Background: an optimization exercise with open tools, aiming at small area and a short achievable clock period. Do not read the settings as production practice.
No run shown here included a check of the RTL's function; only the layout flow was run.

## flow/design.v (module list and top-level ports; edited modules follow where they fit)
// module sidAudioPath: 3240 lines
module sidAudioPath (
  input  logic               clk,
  input  logic               rst,
  input  logic               sampleValid,
  input  logic signed [11:0] voice0,
  input  logic signed [11:0] voice1,
  input  logic signed [11:0] voice2,
  input  logic [7:0]         env0,
  input  logic [7:0]         env1,
  input  logic [7:0]         env2,
  input  logic [2:0]         filterRoute,
  input  logic [1:0]         mode,
  input  logic [15:0]        coef,
  input  logic [3:0]         volume,
  output logic signed [15:0] audioOut,
  output logic               audioValid
);
  // ...
==> flow/flow/run.sh <==
#!/bin/bash
# The standard layout with two changes in how it is made (the SDC is unchanged):
#  - after the standard synthesis, flow/invopt.py re-places the netlist's inverters around
#    its full adders and XOR gates (a full adder is self-dual, so each may compute the
#    complements of its outputs from complemented inputs; an XOR gate absorbs an inverted
#    input by becoming an XNOR); registers and all other cells are left as they are;
#  - the resizer's setup repair aims at a shorter period than the 20 ns constraint: paths
#    with less than MARGIN ns of slack are sized up and buffered.
set -euo pipefail
MARGIN=$(cat flow/margin.txt)
R=orfs/results/sky130hd/sidAudioPath/base
bash standard.sh synth > synth.log 2>&1
cp $R/1_2_yosys.v $R/1_2_yosys_std.v
python3 flow/invopt.py $R/1_2_yosys_std.v $R/1_2_yosys.v > invopt.log 2>&1
touch $R/1_2_yosys.v
bash standard.sh SETUP_SLACK_MARGIN=$MARGIN finish > standard.log 2>&1
==> flow/flow/invopt.py <==
#!/usr/bin/env python3
"""Re-place the inverters of a flat sky130 gate-level netlist around its full adders and
XOR gates. A full adder is self-dual: FA(~a, ~b, ~c) = (~cout, ~sum); an XOR/XNOR gate
absorbs an inverted input, or complements its output, by switching between XOR and XNOR.
Every inverter is taken out, each full adder and XOR gate gets a polarity (1: it computes
the complement of its original output), XOR gates take their inputs in whatever polarity
they come and fold the parity into their type, and one inverter is put back per net whose
other loads need the other polarity. Polarities are chosen to need as few inverters as
possible.
usage: invopt.py IN.v OUT.v"""
import re, sys, collections, random

src = open(sys.argv[1]).read()
m = re.search(r'^module .*?;\n', src, re.S | re.M)
endm = src.rindex('endmodule')
body = src[m.end():endm]
cell_re = re.compile(r'^\s*(sky130_fd_sc_hd__\w+)\s+(\S+)\s*\((.*?)\);\s*$', re.S | re.M)
pin_re = re.compile(r'\.(\w+)\(\s*(.*?)\s*\)(?=\s*,|\s*$)', re.S)
cells = []
last = 0
parts = []
for cm in cell_re.finditer(body):
    parts.append(body[last:cm.start()])
    last = cm.end()
    pins = {}
    for pm in pin_re.finditer(cm.group(3)):
        pins[pm.group(1)] = pm.group(2).strip()
    cells.append([cm.group(1), cm.group(2), pins])
rest = "".join(parts) + body[last:]
assert "assign" not in rest, "assign statements not handled"
decl_lines = [l for l in rest.split("\n") if l.strip()]

OUTPINS = {"X", "Y", "Q", "Q_N", "SUM", "COUT", "HI", "LO"}
def is_inv(c): return re.match(r'sky130_fd_sc_hd__(clk)?inv_\d+$', c[0]) is not None
def is_fa(c): return re.match(r'sky130_fd_sc_hd__fa_\d+$', c[0]) is not None
def is_xor(c): return re.match(r'sky130_fd_sc_hd__x(n)?or[23]_\d+$', c[0]) is not None

outports = set()
for l in decl_lines:
    mm = re.match(r'\s*output\s+(\[(\d+):(\d+)\]\s+)?(\S+);', l)
    if mm:
        if mm.group(1):
            for i in range(int(mm.group(3)), int(mm.group(2)) + 1):
                outports.add(f"{mm.group(4)}[{i}]")
        else:
            outports.add(mm.group(4))

driver = {}
for i, c in enumerate(cells):
    for p, n in c[2].items():
        if p in OUTPINS: driver[n] = (i, p)

def root(net):
    """(root net, parity) through inverter chains"""
    q = 0
    seen = 0
    while True:
        d = driver.get(net)
        if d is None or not is_inv(cells[d[0]]): return net, q
        net = cells[d[0]][2]["A"]; q ^= 1
        seen += 1
        assert seen < 100

# pins: (cell index or None for an output port, pin, root, parity)
pins = []
for i, c in enumerate(cells):
    if is_inv(c): continue
    for p, n in c[2].items():
        if p in OUTPINS: continue
        r, q = root(n)
        pins.append((i, p, r, q))
# output ports: the port net itself may be driven by an inverter
port_pins = []
for o in outports:
    r, q = root(o)
    if r != o:
        port_pins.append((o, r, q))

fa_idx = [i for i, c in enumerate(cells) if is_fa(c) or is_xor(c)]
pol = {i: 0 for i in fa_idx}
def rootpol(r):
    d = driver.get(r)
    if d is None: return 0
    return pol.get(d[0], 0)

# per root: list of (consumer fa or None, parity)
by_root = collections.defaultdict(list)
for (i, p, r, q) in pins:
    if is_xor(cells[i]): continue
    by_root[r].append((i if i in pol else None, q))
for (o, r, q) in port_pins:
    by_root[r].append((None, q))
roots_of_fa = collections.defaultdict(set)
for r, lst in by_root.items():
    d = driver.get(r)
    if d is not None and d[0] in pol: roots_of_fa[d[0]].add(r)
    for (f, q) in lst:
        if f is not None: roots_of_fa[f].add(r)

def root_cost(r):
    rp = rootpol(r)
    need = [q ^ (pol[f] if f is not None else 0) ^ rp for (f, q) in by_root[r]]
    return 1 if any(need) else 0

def total():
    return sum(root_cost(r) for r in by_root)

best = total()
start = best
random.seed(1)
cur = best
bestpol = dict(pol)
T = 1.0
for step in range(200000):
    f = random.choice(fa_idx)
    rs = roots_of_fa[f]
    before = sum(root_cost(r) for r in rs)
    pol[f] ^= 1
    after = sum(root_cost(r) for r in rs)
    d = after - before
    if d <= 0 or random.random() < pow(2.718, -d / T):
        cur += d
        if cur < best:
            best = cur; bestpol = dict(pol)
    else:
        pol[f] ^= 1
    T = max(0.05, 1.0 * (1 - step / 150000))
pol = bestpol
final = total()
print(f"inverters: {sum(1 for c in cells if is_inv(c))} -> {final} (root model {start} -> {final})", file=sys.stderr)

# rebuild: drop all inverters; flipped FAs keep their nets (which now carry complements)
out_cells = []
new_wires = []
inv_for = {}
def inv_net(r):
    if r not in inv_for:
        n = f"_invq{len(inv_for)}_"
        new_wires.append(n)
        inv_for[r] = n
        out_cells.append(["sky130_fd_sc_hd__inv_1", f"_invqc{len(inv_for)}_", {"A": r, "Y": n}])
    return inv_for[r]
for i, c in enumerate(cells):
    if is_inv(c): continue
    nc = [c[0], c[1], dict(c[2])]
    if is_xor(c):
        par = pol[i]
        for p, n in c[2].items():
            if p in OUTPINS: continue
            r, q = root(n)
            par ^= q ^ rootpol(r)
            nc[2][p] = r
        if par:
            mx = re.match(r"sky130_fd_sc_hd__(x(n)?or)([23])_(\d+)$", c[0])
            kind, k, size = mx.group(1), mx.group(3), mx.group(4)
            newkind = "xor" if kind == "xnor" else "xnor"
            nc[0] = f"sky130_fd_sc_hd__{newkind}{k}_{size}"
            if k == "2":
                # xor2 drives X, xnor2 drives Y
                outp = "X" if "X" in nc[2] else "Y"
                net = nc[2].pop(outp)
                nc[2]["Y" if newkind == "xnor" else "X"] = net
        out_cells.append(nc)
        continue
    for p, n in c[2].items():
        if p in OUTPINS: continue
        r, q = root(n)
        need = q ^ (pol[i] if i in pol else 0) ^ rootpol(r)
        nc[2][p] = inv_net(r) if need else r
    out_cells.append(nc)
# output ports driven through inverters: drive them from an inverter or a buffer-free net
port_fix = []
for (o, r, q) in port_pins:
    need = q ^ rootpol(r)
    # the port net must carry r ^ q; build it from r
    if need:
        out_cells.append(["sky130_fd_sc_hd__inv_1", f"_invqp_{len(port_fix)}_", {"A": r, "Y": o}])
    else:
        out_cells.append(["sky130_fd_sc_hd__buf_1", f"_invqp_{len(port_fix)}_", {"A": r, "X": o}])
    port_fix.append(o)
# a root that is itself an output port of a flipped FA would change the port's value
for o in outports:
    d = driver.get(o)
    assert not (d and d[0] in pol and pol[d[0]]), "flipped cell drives an output port"

out = [src[:m.end()]]
out += decl_lines
out += [f"  wire {w};" for w in new_wires]
for c in out_cells:
    pl = ",\n".join(f"    .{p}({n}{' ' if n.startswith(chr(92)) else ''})" for p, n in c[2].items())
    out.append(f"  {c[0]} {c[1]} (\n{pl}\n  );")
out.append("endmodule\n")
open(sys.argv[2], "w").write("\n".join(out))
==> flow/flow/margin.txt <==
14.5
==> flow/standard.sh <==
#!/bin/bash
# synth_recipe.tcl (not shown) runs the flow's synth.tcl, then flattens the netlist and writes it again
# the make line also repeats each setting of config.mk as NAME=value (left out here)
make -C /OpenROAD-flow-scripts/flow DESIGN_CONFIG=/design/flow/config.mk WORK_HOME=/design/flow/orfs CLKGATE_MAP_FILE= SYNTH_SCRIPT=/design/flow/synth_recipe.tcl "${@:-finish}"
==> flow/config.mk <==
export PLATFORM = sky130hd
export DESIGN_NAME = sidAudioPath
export DESIGN_NICKNAME = sidAudioPath
export VERILOG_FILES = /design/flow/design.v
export SDC_FILE = /design/flow/constraint.sdc
export NUM_CORES = 4
export LEC_CHECK = 0
export ABC_AREA = 1
export CAP_MARGIN = 20
export CORE_MARGIN = 2
export CORE_UTILIZATION = 40
export SLEW_MARGIN = 20
==> flow/constraint.sdc <==
create_clock -name core_clock -period 20.0 [get_ports {clk}]
set_input_delay 4.0000 -clock core_clock [delete_from_list [all_inputs] [get_ports {clk}]]
set_output_delay 4.0000 -clock core_clock [all_outputs]
set_load 0.01 [all_outputs]
==> results.json, run 1 <==
{
  "multi_input_area_share": 0.633,
  "dr_wl_met3_um": 7660,
  "path_delay_family": "adder cells",
  "hold_path.class": "flop to flop",
  "final-clk-cell-share": 0.0406,
  "cts.htree.levels": 2,
  "num-multi-input-gates": 3045,
  "grt_use_total": 0.210,
  "num_rows": 113,
  "nNonClkBuffers": 175,
  "dr_total_vias": 29097,
  "vias_per_cell": 5.22,
  "drive_gt1_frac": 0.0740,
  "final_common_cell": "nand2_1",
  "post-cts-setup-buffers": 7,
  "hold-path-endpoint": "D4[15]",
  "wl_met2_um": 46800,
  "rsz0062_at_grt": "true",
  "end_kind": "flop",
  "grtUsageMet2": 0.333,
  "outcome": "finished clean",
  "period_share": 0.273,
  "wire_per_inst_um": 18.6,
  "syn_area_per_cell_um2": 8.99,
  "r2r-start": "nlp[15]",
  "diodes": 0
}
==> run 2: changes to the inputs <==
--- a/flow/config.mk
+++ b/flow/config.mk
@@ -8,5 +8,5 @@
 export ABC_AREA = 1
 export CAP_MARGIN = 20
 export CORE_MARGIN = 2
-export CORE_UTILIZATION = 40
+export CORE_UTILIZATION = 60
 export SLEW_MARGIN = 20
==> results.json, run 2 <==
{
  "clock-sinks": 422,
  "required_ps": 16000,
  "clk_path_buf_depth": 3,
  "ios": 105,
  "dpl.cell_count": 5036,
  "grt_pass1_wl_um": 158000,
  "hold_viol_final": 0,
  "path_delay_family": "buffers and inverters",
  "cp_max_fo": 1,
  "coreArea_um2": 63000,
  "period_share": 0.272,
  "start_util": 0.607,
  "hold_ws_ps": 324,
  "max_freq_mhz": 184,
  "biggestRegsByFlops": "X4a (33), X4b (31)",
  "setup_tns_ps": 0,
  "setup_viol_count_final": 0,
  "synth_nets": 5130,
  "dr_total_vias": 28571,
  "largest_register": "X4a",
  "dieArea_um2": 65700,
  "dr.pass1.iters": 5,
  "syn_area_per_cell_um2": 8.99,
  "slew_headroom": 0.369,
  "max_stage_delay_ps": 530,
  "rsz0062_at_grt": "false",
  "grt_max_degree": 41,
  "final_common_cell": "nand2_1",
  "drive_gt1_frac": 0.0625,
  "fin_ws_ps": 14560,
  "slowest_stage": "clkdlybuf4s50_1",
  "end_kind": "output pin",
  "arrival_ps": 1440,
  "worst_pin_slew_ps": 946,
  "place.detailed.hpwl_um": 77300,
  "utilization": 0.665,
  "path_buf_inv": 1,
  "final_area_um2": 41900,
  "path_cells": "clkdlybuf4s50_1",
  "outcome": "finished clean",
  "syn_inst": 4252,
  "wl_um": 99400,
  "seq_area_um2": 8450,
  "cts_made_buffers": 47,
  "largest_reg_flops": 33,
  "yosys_warnings": 1,
  "dp_slack_ps": 14240,
  "first_global_vias": 28610,
  "num_rows": 92,
  "fin_cells": 5135,
  "nFillCells": 5285,
  "crit_path_start_kind": "flop",
  "area_growth_pct": 9.52,
  "rr_worst_depth": 31,
  "drcViolationCount": 0,
  "drv_slew": 0,
  "final.setup_skew_ps": 45.9,
  "ant_nets": 0,
  "gp_routability_congestion": 0.928,
  "grt_overflow": 0,
  "vias_per_cell": 5.56,
  "fp.dieH_um": 256,
  "nNetsFinal": 5128,
  "insertion_delay_ps": 630,
  "grt_use_total": 0.305,
  "multiInputGateArea_um2": 26800,
  "cap_viol_max_count": 0,
  "wire_per_inst_um": 19.4,
  "crit_cells": 1,
  "io_buffers": 104,
  "hold_path.class": "flop to flop",
  "cts.clk_slew.worst_paths_ps": 60,
  "netlist_area_um2": 38200,
  "cts-root-buf": "clkbuf_16",
  "final_cell_mix": "nand2_1 (631), inv_1 (571), fa_1 (489), dfxtp_1 (419), o22ai_1 (380)",
  "antenna_found_initial": 2,
  "dpl_cell_area_um2": 39800,
  "cts_tree": "done",
  "holdPathStages": 0,
  "cts.htree.levels": 2,
  "die_width_um": 256,
  "worst-setup-path-type": "flop to output pin",
  "drt_iter0_markers": 2421,
  "diodes": 0,
  "post-route-min-period_ps": 5440
}
==> run 2: final timing paths <==
check | start | to | slack (ps)
setup reg to reg | nlp[15] | nlp[14] | 14750
hold / removal | D3[2] | D4[2] | 320
hold reg to reg | D3[2] | D4[2] | 320
setup / recovery | audioOut[15] | audioOut[15] | 14560
==> run 2: routing by layer <==
metal	up-vias	global-route usage	part of all wire
met2	1025	0.496	0.47
met3	176	0.0410	0.070
met1	13755	0.419	0.42
met4	4	0.110	0.039
li1	13611	-	-
met5	-	0	0.00031
==> run 2: cell type report <==
type / instances / share of cell area
Multi-Input combinational cell: 3044 / 0.641
Sequential cell: 422 / 0.202
Inverter: 575 / 0.0518
Timing Repair Buffer: 160 / 0.0369
Clock buffer: 54 / 0.0299
Tap cell: 846 / 0.0253
Clock inverter: 34 / 0.0129
==> run 2: what timing repair did <==
item | in CTS | in global routing
hold buffers | 0 | 0
cloned | 0 | 1
endpoints found under the setup margin | 16 | 26
pin swaps | 1 | 7
setup buffers | 3 | 7
gates resized for setup | 2 | 46

-- port drivers added, routing unchanged --
No port has a modelled driver above. Below, the same layouts with a new extraction and two added sets of constraints. Step 1 assumes that a clkbuf_16 drives the clock port and a buf_2 every other input. Step 2 times the ports against the registers' clock, not the clock port: input delays grow and output delays shrink by t, the midpoint of the rising clock arrivals with the driver on. Three values: ideal ports, drivers, drivers and shift; two values: the first two.
run | t (ns) | slack for setup (ns) | clock arrival spread, ns | cell pins on the clock port's net
run 1 | 0.693 | 14.538 / 14.484 / 14.538 | 0.048 / 0.048 | 1
run 2 | 0.671 | 14.561 / 14.493 / 14.750 | 0.050 / 0.050 | 1
After both steps every run listed still meets setup and hold.
